Context: an optimization exercise on an open-source flow, tuned for small area, a short achievable clock period and few clock cycles per item. The choices shown serve that exercise and are no tape-out recipe. Function was checked by simulation only, so behaviour that the tests miss may differ from the original. Power and IR drop assume default switching activity.

run 1:
Design pattern_date_time_parser_top, start of the top module:
module pattern_date_time_parser_top (
    input  logic                i_clk,
    input  logic                i_rst_n,
    input  logic                i_in_valid,
    output logic                o_in_stall,
    input  logic [8:0]          i_in_data,
    output logic                o_out_valid,
    input  logic                i_out_stall,
    output logic [50:0]         o_out_data,
    input  logic                i_cfg_wr_en,
    input  logic [0:0]          i_cfg_index,
    input  logic [63:0]         i_cfg_wdata
);
export LEC_CHECK = 0
export CAP_MARGIN = 20
export CORE_MARGIN = 2
export CORE_UTILIZATION = 55
export CTS_BUF_LIST = sky130_fd_sc_hd__clkbuf_8
export CTS_CLUSTER_SIZE = 30
export SLEW_MARGIN = 20
create_clock -name core_clock -period 10.5 [get_ports {i_clk}]
standard.sh (not shown) runs the stock make flow with config.mk's settings and CLKGATE_MAP_FILE= SYNTH_SCRIPT=/design/flow/synth_recipe.tcl, a recipe that flattens the netlist after the stock synthesis.
==> flow/flow/run.sh <==
#!/bin/bash
# Own layout flow: the standard ORFS flow (standard.sh), unchanged except
#  - port buffers use a small fast buffer cell (every port still gets one);
set -euo pipefail
export BUFFER_PORTS_ARGS="-buffer_cell sky130_fd_sc_hd__buf_2"
export SETUP_SLACK_MARGIN=7.3
bash standard.sh > standard.log 2>&1
Looking at the reports, run 1 completed the entire flow and the layout it produced met the timing, DRC and antenna checks.
Testbench counts of run 1, summed over its fixed seeds: cycles 233,137, chars 233,009.
Setup changes, run 1 to run 2
- CORE_UTILIZATION: 55 -> 40
[summary]
Run 1 and run 2 ended up with roughly the same combinational power.
Achievable clock frequency essentially unchanged between run 2 and run 1.
For reported max-cap violation count, run 1 and run 2 come out practically identical.
Min wire length across run 2 and run 1: run 2
Run 2 vs. run 1: proportion of power drawn by flip-flops and latches went down by 0.7 points.
## Diff of input files: run 3 against run 2
- a deleted CTS_BUF_LIST that had been sky130_fd_sc_hd__clkbuf_8
- a deleted CTS_CLUSTER_SIZE that had been 30
--- a/flow/flow/run.sh
+++ b/flow/flow/run.sh
@@ -4,4 +4,4 @@
 set -euo pipefail
 export BUFFER_PORTS_ARGS="-buffer_cell sky130_fd_sc_hd__buf_2"
-export SETUP_SLACK_MARGIN=7.3
+export SETUP_SLACK_MARGIN=7.5
 bash standard.sh > standard.log 2>&1
- Via count on run 3 is behind run 2.
- Diff run 2 -> run 3: worst-case vdd ir drop +29%, total area of multi-input combinational cells grew by 230 um^2, internal power consumption higher, post-layout total power moved up.
- Global-route usage was lower in the run labelled run 2.
- Compared to run 2, the routing of run 3 uses more wire.
- | instance count after placement with tap cells included | run 2 vs run 3 | ≈ equal |
- As far as first-pass iteration count of the detailed router goes, run 3 and run 2 are indistinguishable; the numbers are identical.

* * *

Setup of build 93:
Starting RTL as in the previous note.
export LEC_CHECK = 0
export CAP_MARGIN = 20
export CORE_MARGIN = 2
export CORE_UTILIZATION = 40
export SLEW_MARGIN = 20
create_clock -name core_clock -period 10.5 [get_ports {i_clk}]
==> flow/flow/run.sh <==
#!/bin/bash
# Own layout flow: the standard ORFS flow (standard.sh), unchanged except
#  - port buffers use a small fast buffer cell (every port still gets one);
set -euo pipefail
export BUFFER_PORTS_ARGS="-buffer_cell sky130_fd_sc_hd__buf_2"
export SETUP_SLACK_MARGIN=7.2
bash standard.sh > standard.log 2>&1
In summary, build 93 completed successfully, with a layout that passed the timing, DRC and antenna checks.
Testbench counts of build 93, summed over its fixed seeds: cycles 233,137, chars 233,009.
Here is what was changed in the inputs of build 98 compared with build 93.
--- a/flow/flow/run.sh
+++ b/flow/flow/run.sh
@@ -4,4 +4,4 @@
 set -euo pipefail
 export BUFFER_PORTS_ARGS="-buffer_cell sky130_fd_sc_hd__buf_2"
-export SETUP_SLACK_MARGIN=7.2
+export SETUP_SLACK_MARGIN=6.8
 bash standard.sh > standard.log 2>&1
- Build 98 | stages: all done | timing, DRC, antenna: all pass
- | routed wire length on met3 | build 98 vs build 93 | 12% lower |
- There was hardly any difference in multi-input combinational cell count between build 93 and build 98.
- Build 93 consumes more power than build 98.
- [compare] base=build 93 new=build 98: buffering overhead has decreased; first-iteration DRC count has decreased; time the worst path needs with I/O delays and setup has increased; headroom to the max-slew limit has increased.
- For the critical path depth, build 98 came in 1 higher than build 93 did.
- Relative to build 93, utilization has gone down in build 98.
- Build 98 vs build 93, start point of the critical path: u_parse.r_idx[3]$_SDFFE_PN0P_ vs i_out_stall
The inputs of build 89 differ from those of build 98 as listed below.
--- a/flow/flow/run.sh
+++ b/flow/flow/run.sh
@@ -4,4 +4,4 @@
 set -euo pipefail
 export BUFFER_PORTS_ARGS="-buffer_cell sky130_fd_sc_hd__buf_2"
-export SETUP_SLACK_MARGIN=6.8
+export SETUP_SLACK_MARGIN=7.1
 bash standard.sh > standard.log 2>&1
- Across both runs, post-route core utilization was higher for build 89 than for build 98.
- Number of filler cells placed in the layout: build 89 vs build 98 — no meaningful difference
- The run with more routed wire is build 89, not build 98.
- Going from build 98 to build 89, the part of the cycle the worst path needs was found to have gone down by 2.7 points.

[port drivers added, routing unchanged]
How much do the figures lean on ideal ports? The routed layouts below were timed once more, with nothing changed but the port constraints. Step 1, drivers: a clkbuf_16 drives i_clk and a buf_2 each remaining input, both assumed. Step 2 adds t to the input delays and takes it off the output delays; t is the mean of the earliest and latest rising clock arrival at the registers after step 1. Input paths then give back, and output paths get back, about the clock's delay inside the block. a / b / c = ideal ports / drivers / drivers and shift; a / b = the first two.
| run | t (ns) | setup slack, ns | worst hold slack (ns) | clock arrival spread, ns |
|---|---|---|---|---|
| run 1 | 0.506 | 7.360 / 7.320 / 6.875 | 0.463 / 0.463 / 0.463 | 0.021 / 0.021 |
| run 2 | 0.504 | 7.358 / 7.315 / 6.908 | 0.454 / 0.454 / 0.454 | 0.019 / 0.019 |
| run 3 | 0.477 | 7.443 / 7.397 / 7.092 | 0.465 / 0.465 / 0.465 | 0.011 / 0.011 |
| build 93 | 0.479 | 7.281 / 7.309 / 6.829 | 0.456 / 0.456 / 0.456 | 0.011 / 0.011 |
| build 98 | 0.476 | 6.941 / 6.941 / 6.613 | 0.457 / 0.457 / 0.457 | 0.013 / 0.013 |
| build 89 | 0.482 | 7.228 / 7.215 / 6.772 | 0.451 / 0.451 / 0.451 | 0.021 / 0.020 |
After both steps setup and hold are still met in every run listed. The setup slack of run 1, which loses most, moves by -0.040 ns with the drivers and by -0.485 ns with both steps.
